Background: an optimization exercise with open tools, aiming at small area, a short achievable clock period and few clock cycles per item. Do not read the settings as production practice.
RTL that was checked went through simulation tests only; none was proved equivalent to the original.

==> module tpu_top, before the edit <==
module tpu_top
(
        input  logic clk,
        input  logic rst_n,
        input  logic in_valid,
        input  logic [31:0] a,
        input  logic [31:0] b,
        input  logic out_ready,
        output logic in_ready,
        output logic [31:0] out,
        output logic out_valid,
        output logic done
);
        localparam int N = 4;
        localparam int W = 8;
        logic [1:0]     kin;             
        logic [N-1:0]   orow;            
        logic [N*W-1:0] obuf [1:N-1];    
        logic [N*W-1:0] acc0;            
        logic [N*W-1:0] c_row [1:N-1];   
        logic first, last, ob_free, xfer, in_fire, out_fire;
        assign first    = (kin == 2'd0);
        assign last     = (kin == 2'd3);
        assign ob_free  = !out_valid || (orow[N-1] && out_ready);
        assign in_ready = first ? (!orow[0] || out_ready) :
                          last  ? ob_free : 1'b1;
        assign in_fire  = in_valid && in_ready;
        assign xfer     = in_fire && last;
        assign out_valid = |orow;
        assign out_fire  = out_valid && out_ready;
        always_comb begin
                out = ~acc0 & {(N*W){orow[0]}};
                for (int r = 1; r < N; r++) begin
                        out = out | (~obuf[r] & {(N*W){orow[r]}});
                end
        end
        always_ff @(posedge clk or negedge rst_n) begin
                if (!rst_n) begin
                        kin  <= 2'd0;
                        orow <= '0;
                        done <= 1'b0;
                end else begin
                        done <= out_fire && orow[N-1];
                        if (in_fire) begin
                                kin <= kin + 2'd1;
                        end
                        if (xfer) begin
                                orow <= 4'b0001;
                        end else if (out_fire) begin
                                orow <= {orow[N-2:0], 1'b0};
                        end
                end
        end
        always_ff @(posedge clk) begin
                if (xfer) begin
                        for (int r = 1; r < N; r++) begin
                                obuf[r] <= c_row[r];
                        end
                end
        end
        for (genvar i = 0; i < N; i++) begin : g_row
                for (genvar j = 0; j < N; j++) begin : g_col
                        logic [W-1:0] acc, sum;
                        tpu_pe u_pe (
                                .a_in   (a[(N-1-i)*W +: W]),
                                .b_in   (b[(N-1-j)*W +: W]),
                                .acc_in (first ? 8'd251 : acc),
                                .sum    (sum)
                        );
                        always_ff @(posedge clk) begin
                                if (in_fire) begin
                                        acc <= sum;
                                end
                        end
                        if (i == 0) begin : g_out0
                                assign acc0[(N-1-j)*W +: W] = acc;
                        end else begin : g_sum
                                assign c_row[i][(N-1-j)*W +: W] = sum;
                        end
                end
        end
endmodule
==> flow/config.mk <==
export PLATFORM = sky130hd
export DESIGN_NAME = tpu_top
export DESIGN_NICKNAME = tpu_top
export VERILOG_FILES = /design/flow/design.v
export SDC_FILE = /design/flow/constraint.sdc
export NUM_CORES = 4
export LEC_CHECK = 0
export CAP_MARGIN = 20
export CORE_MARGIN = 2
export CORE_UTILIZATION = 55
export PLACE_DENSITY = 0.7
export SETUP_SLACK_MARGIN = 1.0
export SLEW_MARGIN = 20
export SYNTH_HIERARCHICAL = 1
==> flow/constraint.sdc <==
create_clock -name core_clock -period 5.0 [get_ports {clk}]
set_input_delay 1.0000 -clock core_clock [delete_from_list [all_inputs] [get_ports {clk}]]
set_output_delay 1.0000 -clock core_clock [all_outputs]
set_load 0.01 [all_outputs]
standard.sh (not shown) runs the stock make flow with config.mk's settings and CLKGATE_MAP_FILE= SYNTH_SCRIPT=/design/flow/synth_recipe.tcl, a recipe that flattens the netlist after the stock synthesis.
==> flow/flow/run.sh <==
#!/bin/bash
# The standard layout with two changes:
# - the port buffers that buffer_ports inserts are sky130_fd_sc_hd__buf_4 instead of the
#   library's default pick, so the input ports can drive their fanout; every port still
#   gets its own buffer;
# - synthesis is the standard flow's own script (synth_recipe.tcl) except that Yosys's synth skips its
#   generic ABC pass (-noabc), so the full and half adders written in the RTL reach
#   extract_fa as written instead of re-expressed with inverters. Everything else (the
#   -nofsm -noshare synth, flattening, renaming, flip-flop mapping and the final ABC
#   mapping) is unchanged, so the registers are the standard synthesis's.
set -euo pipefail
sed '1s/.*/proc synth {args} { yosys synth -nofsm -noshare -noabc {*}$args }/' \
        synth_recipe.tcl > noabc_synth.tcl
sed "s#SYNTH_SCRIPT=[^ ]*#SYNTH_SCRIPT=$PWD/noabc_synth.tcl#" standard.sh > standard_noabc.sh
export BUFFER_PORTS_ARGS="-buffer_cell sky130_fd_sc_hd__buf_4"
bash standard_noabc.sh > standard.log 2>&1
The baseline ran to the end with no violations.
Testbench counts at the start, summed over its fixed seeds: cycles 1,320, jobs 320.
Then changed:
--- a/flow/design.v
+++ b/flow/design.v
@@ -151,16 +151,16 @@
         output logic done
 );
         localparam int N = 4;
         localparam int W = 8;
         logic [1:0]     kin;             
+        logic           first;           
         logic [N-1:0]   orow;            
         logic [N*W-1:0] obuf [1:N-1];    
         logic [N*W-1:0] acc0;            
         logic [N*W-1:0] c_row [1:N-1];   
-        logic first, last, ob_free, xfer, in_fire, out_fire;
-        assign first    = (kin == 2'd0);
+        logic last, ob_free, xfer, in_fire, out_fire;
         assign last     = (kin == 2'd3);
         assign ob_free  = !out_valid || (orow[N-1] && out_ready);
         assign in_ready = first ? (!orow[0] || out_ready) :
                           last  ? ob_free : 1'b1;
         assign in_fire  = in_valid && in_ready;
@@ -174,16 +174,18 @@
                 end
         end
         always_ff @(posedge clk or negedge rst_n) begin
                 if (!rst_n) begin
                         kin  <= 2'd0;
+                        first <= 1'b1;
                         orow <= '0;
                         done <= 1'b0;
                 end else begin
                         done <= out_fire && orow[N-1];
                         if (in_fire) begin
-                                kin <= kin + 2'd1;
+                                kin   <= kin + 2'd1;
+                                first <= last;
                         end
                         if (xfer) begin
                                 orow <= 4'b0001;
                         end else if (out_fire) begin
                                 orow <= {orow[N-2:0], 1'b0};
=>
- core utilization decreases by 0.21 points
- register-to-register slack barely changes
- cell count does not change
- global-route usage increases by 0.97 points
- die area hardly moves
- setup slack improved by 11 ps
- count of clock-buffer cells in the layout increases by 2
- first-iteration DRC count increases by 11%
- worst hold slack got worse by 4.7 ps
- critical path depth decreases by 2
- design area hardly moves
Testbench counts after the change, summed over its fixed seeds: cycles 1,320, jobs 320.


The RTL this note starts from:
==> flow/design.v <==
package tpu_pkg;
        localparam int ARRAY_DIM  = 4;
        localparam int DATA_WIDTH = 8;
        typedef logic [DATA_WIDTH-1:0] elem_t;
endpackage
`timescale 1ns/10ps
module tpu_pe
(
        input  logic [7:0] a_in,
        input  logic [7:0] b_in,
        input  logic [7:0] acc_in,
        output logic [7:0] sum
);
        logic pp1, pp2, pp3, pp4, pp5, pp6, pp7, pp8, pp9, pp10, pp11, pp12, pp13, pp14, pp15, pp16, pp17, pp18, pp19, pp20, pp21, pp22, pp23, pp24, pp25, pp26, pp27, pp28, pp29, pp30, pp31, pp32, pp33, pp34, pp35, pp36, s37, c38, s39, c40, s41, c42, s43, c44, s45, c46, s47, c48, s49, c50, s51, c52, s53, c54, s55, c56, s57, c58, s59, c60, s61, c62, s63, c64, s65, c66, s67, c68, s69, c70, s71, c72, s73, c74, s75, c76, s77, c78, x79, x80, x81, x82, x83, x84, x85, x86, x87, x88, x89, x90, x91;
        logic [7:0] row0, row1;
        assign pp1 = a_in[0] & b_in[0];
        assign pp2 = a_in[0] & b_in[1];
        assign pp3 = a_in[0] & b_in[2];
        assign pp4 = a_in[0] & b_in[3];
        assign pp5 = a_in[0] & b_in[4];
        assign pp6 = a_in[0] & b_in[5];
        assign pp7 = a_in[0] & b_in[6];
        assign pp8 = a_in[0] & b_in[7];
        assign pp9 = a_in[1] & b_in[0];
        assign pp10 = a_in[1] & b_in[1];
        assign pp11 = a_in[1] & b_in[2];
        assign pp12 = a_in[1] & b_in[3];
        assign pp13 = a_in[1] & b_in[4];
        assign pp14 = a_in[1] & b_in[5];
        assign pp15 = a_in[1] & b_in[6];
        assign pp16 = a_in[2] & b_in[0];
        assign pp17 = a_in[2] & b_in[1];
        assign pp18 = a_in[2] & b_in[2];
        assign pp19 = a_in[2] & b_in[3];
        assign pp20 = a_in[2] & b_in[4];
        assign pp21 = a_in[2] & b_in[5];
        assign pp22 = a_in[3] & b_in[0];
        assign pp23 = a_in[3] & b_in[1];
        assign pp24 = a_in[3] & b_in[2];
        assign pp25 = a_in[3] & b_in[3];
        assign pp26 = a_in[3] & b_in[4];
        assign pp27 = a_in[4] & b_in[0];
        assign pp28 = a_in[4] & b_in[1];
        assign pp29 = a_in[4] & b_in[2];
        assign pp30 = a_in[4] & b_in[3];
        assign pp31 = a_in[5] & b_in[0];
        assign pp32 = a_in[5] & b_in[1];
        assign pp33 = a_in[5] & b_in[2];
        assign pp34 = a_in[6] & b_in[0];
        assign pp35 = a_in[6] & b_in[1];
        assign pp36 = a_in[7] & b_in[0];
        assign s37 = acc_in[1] ^ pp2;
        assign c38 = acc_in[1] & pp2;
        assign s39 = acc_in[2] ^ pp10 ^ pp16;
        assign c40 = (acc_in[2] & pp10) | (acc_in[2] & pp16) | (pp10 & pp16);
        assign s41 = pp3 ^ c38;
        assign c42 = pp3 & c38;
        assign s43 = acc_in[3] ^ pp11 ^ pp17;
        assign c44 = (acc_in[3] & pp11) | (acc_in[3] & pp17) | (pp11 & pp17);
        assign s45 = pp22 ^ pp4 ^ c40;
        assign c46 = (pp22 & pp4) | (pp22 & c40) | (pp4 & c40);
        assign s47 = c42 ^ s43;
        assign c48 = c42 & s43;
        assign s49 = acc_in[4] ^ pp12 ^ pp18;
        assign c50 = (acc_in[4] & pp12) | (acc_in[4] & pp18) | (pp12 & pp18);
        assign s51 = pp23 ^ pp27 ^ pp5;
        assign c52 = (pp23 & pp27) | (pp23 & pp5) | (pp27 & pp5);
        assign s53 = c44 ^ s49 ^ s51;
        assign c54 = (c44 & s49) | (c44 & s51) | (s49 & s51);
        assign s55 = c48 ^ c46;
        assign c56 = c48 & c46;
        assign s57 = acc_in[5] ^ pp13 ^ pp19;
        assign c58 = (acc_in[5] & pp13) | (acc_in[5] & pp19) | (pp13 & pp19);
        assign s59 = pp24 ^ pp28 ^ pp31;
        assign c60 = (pp24 & pp28) | (pp24 & pp31) | (pp28 & pp31);
        assign s61 = pp6 ^ c50 ^ c52;
        assign c62 = (pp6 & c50) | (pp6 & c52) | (c50 & c52);
        assign s63 = s57 ^ s59 ^ c54;
        assign c64 = (s57 & s59) | (s57 & c54) | (s59 & c54);
        assign s65 = s61 ^ c56;
        assign c66 = s61 & c56;
        assign s67 = acc_in[6] ^ pp14 ^ pp20;
        assign c68 = (acc_in[6] & pp14) | (acc_in[6] & pp20) | (pp14 & pp20);
        assign s69 = pp25 ^ pp29 ^ pp32;
        assign c70 = (pp25 & pp29) | (pp25 & pp32) | (pp29 & pp32);
        assign s71 = pp34 ^ pp7 ^ c58;
        assign c72 = (pp34 & pp7) | (pp34 & c58) | (pp7 & c58);
        assign s73 = c60 ^ s67 ^ s69;
        assign c74 = (c60 & s67) | (c60 & s69) | (s67 & s69);
        assign s75 = c62 ^ s71 ^ s73;
        assign c76 = (c62 & s71) | (c62 & s73) | (s71 & s73);
        assign s77 = c66 ^ c64;
        assign c78 = c66 & c64;
        assign x79 = acc_in[7] ^ pp15;
        assign x80 = pp21 ^ pp26;
        assign x81 = pp30 ^ pp33;
        assign x82 = pp35 ^ pp36;
        assign x83 = pp8 ^ x79;
        assign x84 = x80 ^ x81;
        assign x85 = x82 ^ c68;
        assign x86 = c70 ^ x83;
        assign x87 = x84 ^ x85;
        assign x88 = x86 ^ c72;
        assign x89 = x87 ^ c74;
        assign x90 = x88 ^ x89;
        assign x91 = x90 ^ c76;
        assign row0[0] = acc_in[0];
        assign row1[0] = pp1;
        assign row0[1] = pp9;
        assign row1[1] = s37;
        assign row0[2] = s39;
        assign row1[2] = s41;
        assign row0[3] = s47;
        assign row1[3] = s45;
        assign row0[4] = s53;
        assign row1[4] = s55;
        assign row0[5] = s65;
        assign row1[5] = s63;
        assign row0[6] = s75;
        assign row1[6] = s77;
        assign row0[7] = c78;
        assign row1[7] = x91;
        assign sum = row0 + row1;
endmodule
`timescale 1ns/10ps
module tpu_top
(
        input  logic clk,
        input  logic rst_n,
        input  logic in_valid,
        input  logic [31:0] a,
        input  logic [31:0] b,
        input  logic out_ready,
        output logic in_ready,
        output logic [31:0] out,
        output logic out_valid,
        output logic done
);
        localparam int N = 4;
        localparam int W = 8;
        logic [1:0]     kin;             
        logic           clr;             
        logic [N-1:0]   orow;            
        logic [N*W-1:0] obuf [N];
        logic [N*W-1:0] c_row [N];       
        logic last, ob_free, xfer, in_fire, out_fire, zero;
        assign last     = (kin == 2'd3);
        assign ob_free  = !out_valid || (orow[N-1] && out_ready);
        assign in_ready = !clr && (!last || ob_free);
        assign in_fire  = in_valid && in_ready;
        assign xfer     = in_fire && last;
        assign out_valid = |orow;
        assign out_fire  = out_valid && out_ready;
        always_comb begin
                out = '0;
                for (int r = 0; r < N; r++) begin
                        out = out | (obuf[r] & {(N*W){orow[r]}});
                end
        end
        assign zero = last || clr;
        always_ff @(posedge clk or negedge rst_n) begin
                if (!rst_n) begin
                        kin  <= 2'd0;
                        clr  <= 1'b1;
                        orow <= '0;
                        done <= 1'b0;
                end else begin
                        clr  <= 1'b0;
                        done <= out_fire && orow[N-1];
                        if (in_fire) begin
                                kin <= kin + 2'd1;
                        end
                        if (xfer) begin
                                orow <= 4'b0001;
                        end else if (out_fire) begin
                                orow <= {orow[N-2:0], 1'b0};
                        end
                end
        end
        always_ff @(posedge clk) begin
                if (xfer) begin
                        for (int r = 0; r < N; r++) begin
                                obuf[r] <= c_row[r];
                        end
                end
        end
        for (genvar i = 0; i < N; i++) begin : g_row
                for (genvar j = 0; j < N; j++) begin : g_col
                        logic [W-1:0] acc, sum;
                        tpu_pe u_pe (
                                .a_in   (a[(N-1-i)*W +: W]),
                                .b_in   (b[(N-1-j)*W +: W]),
                                .acc_in (acc),
                                .sum    (sum)
                        );
                        always_ff @(posedge clk) begin
                                if (in_fire || clr) begin
                                        acc <= zero ? 8'd0 : sum;
                                end
                        end
                        assign c_row[i][(N-1-j)*W +: W] = sum;
                end
        end
endmodule
Settings: LEC_CHECK=0, CAP_MARGIN=20, CORE_MARGIN=2, CORE_UTILIZATION=40, PLACE_DENSITY=0.6, SETUP_SLACK_MARGIN=1.0, SLEW_MARGIN=20; clock period 5.0 ns.
run.sh (not shown) runs the stock make flow with config.mk's settings and CLKGATE_MAP_FILE= SYNTH_SCRIPT=/design/flow/synth_recipe.tcl, a recipe that flattens the netlist after the stock synthesis.
Stock flow here: none of the scripts above is used.
Edit:
--- a/flow/design.v
+++ b/flow/design.v
@@ -138,17 +138,22 @@
 );
         localparam int N = 4;
         localparam int W = 8;
+        logic [N*W-1:0] a_r, b_r;        
+        logic           v_r;             
+        logic [1:0]     k_r;             
         logic [1:0]     kin;             
         logic           clr;             
         logic [N-1:0]   orow;            
         logic [N*W-1:0] obuf [N];
         logic [N*W-1:0] c_row [N];       
-        logic last, ob_free, xfer, in_fire, out_fire, zero;
-        assign last     = (kin == 2'd3);
+        logic last, ob_free, xfer, s2_ok, adv2, in_fire, out_fire, zero;
+        assign last     = (k_r == 2'd3);
         assign ob_free  = !out_valid || (orow[N-1] && out_ready);
-        assign in_ready = !clr && (!last || ob_free);
+        assign s2_ok    = !last || ob_free;
+        assign adv2     = v_r && s2_ok;
+        assign xfer     = v_r && last && ob_free;
+        assign in_ready = !v_r || s2_ok;
         assign in_fire  = in_valid && in_ready;
-        assign xfer     = in_fire && last;
         assign out_valid = |orow;
         assign out_fire  = out_valid && out_ready;
         always_comb begin
@@ -160,6 +165,7 @@
         assign zero = last || clr;
         always_ff @(posedge clk or negedge rst_n) begin
                 if (!rst_n) begin
+                        v_r  <= 1'b0;
                         kin  <= 2'd0;
                         clr  <= 1'b1;
                         orow <= '0;
@@ -167,6 +173,9 @@
                 end else begin
                         clr  <= 1'b0;
                         done <= out_fire && orow[N-1];
+                        if (in_ready) begin
+                                v_r <= in_valid;
+                        end
                         if (in_fire) begin
                                 kin <= kin + 2'd1;
                         end
@@ -178,6 +187,13 @@
                 end
         end
         always_ff @(posedge clk) begin
+                if (in_ready) begin
+                        a_r <= a;
+                        b_r <= b;
+                        k_r <= kin;
+                end
+        end
+        always_ff @(posedge clk) begin
                 if (xfer) begin
                         for (int r = 0; r < N; r++) begin
                                 obuf[r] <= c_row[r];
@@ -188,13 +204,13 @@
                 for (genvar j = 0; j < N; j++) begin : g_col
                         logic [W-1:0] acc, sum;
                         tpu_pe u_pe (
-                                .a_in   (a[(N-1-i)*W +: W]),
-                                .b_in   (b[(N-1-j)*W +: W]),
+                                .a_in   (a_r[(N-1-i)*W +: W]),
+                                .b_in   (b_r[(N-1-j)*W +: W]),
                                 .acc_in (acc),
                                 .sum    (sum)
                         );
                         always_ff @(posedge clk) begin
-                                if (in_fire || clr) begin
+                                if (adv2 || clr) begin
                                         acc <= zero ? 8'd0 : sum;
                                 end
                         end
Result: The changed run completed without violations; routed wire length falls by 4.5%; via count goes up by 1.7%; global-route usage falls by 2.6 points; utilization fell by 1.6 points; hold slack degrades by 0.0073 ns; area after synthesis rose by 7.7%; flip-flop and latch count goes up by 67; setup slack gets better by 0.11 ns; design area came out higher by about 5%.
No run of this note included a check of the RTL's function; only the layout flow was run.

static timing again, ports no longer ideal:
Ports are ideal in the flow. The routed layouts listed here were re-timed in OpenROAD.
Step 1 (the two cells are an assumption about what drives the block):
set clk [get_ports {clk}]
set_driving_cell -lib_cell sky130_fd_sc_hd__clkbuf_16 $clk
set_driving_cell -lib_cell sky130_fd_sc_hd__buf_2 [delete_from_list [all_inputs] $clk]
Step 2 adds t to the input delays and takes it off the output delays; t is the mean of the earliest and latest rising clock arrival at the registers after step 1. Input paths then give back, and output paths get back, about the clock's delay inside the block.
Slacks: ideal ports / drivers / drivers and shift; pairs: ideal ports / drivers.
| run | t, ns | slack for setup (ns) | pins driven straight from the clock port |
|---|---|---|---|
| the first run of note 1 | 0.595 | 1.099 / 1.078 / 0.574 | 1 |
| the second run of note 1 | 0.605 | 1.110 / 1.110 / 0.552 | 1 |
| the first run of note 2 | 0.607 | 1.012 / 1.047 / 0.440 | 1 |
| the second run of note 2 | 0.624 | 1.124 / 1.070 / 1.124 | 1 |
After both steps setup and hold are still met in every run listed. The setup slack of the first run of note 2, which loses most, moves by +0.035 ns with the drivers and by -0.572 ns with both steps.
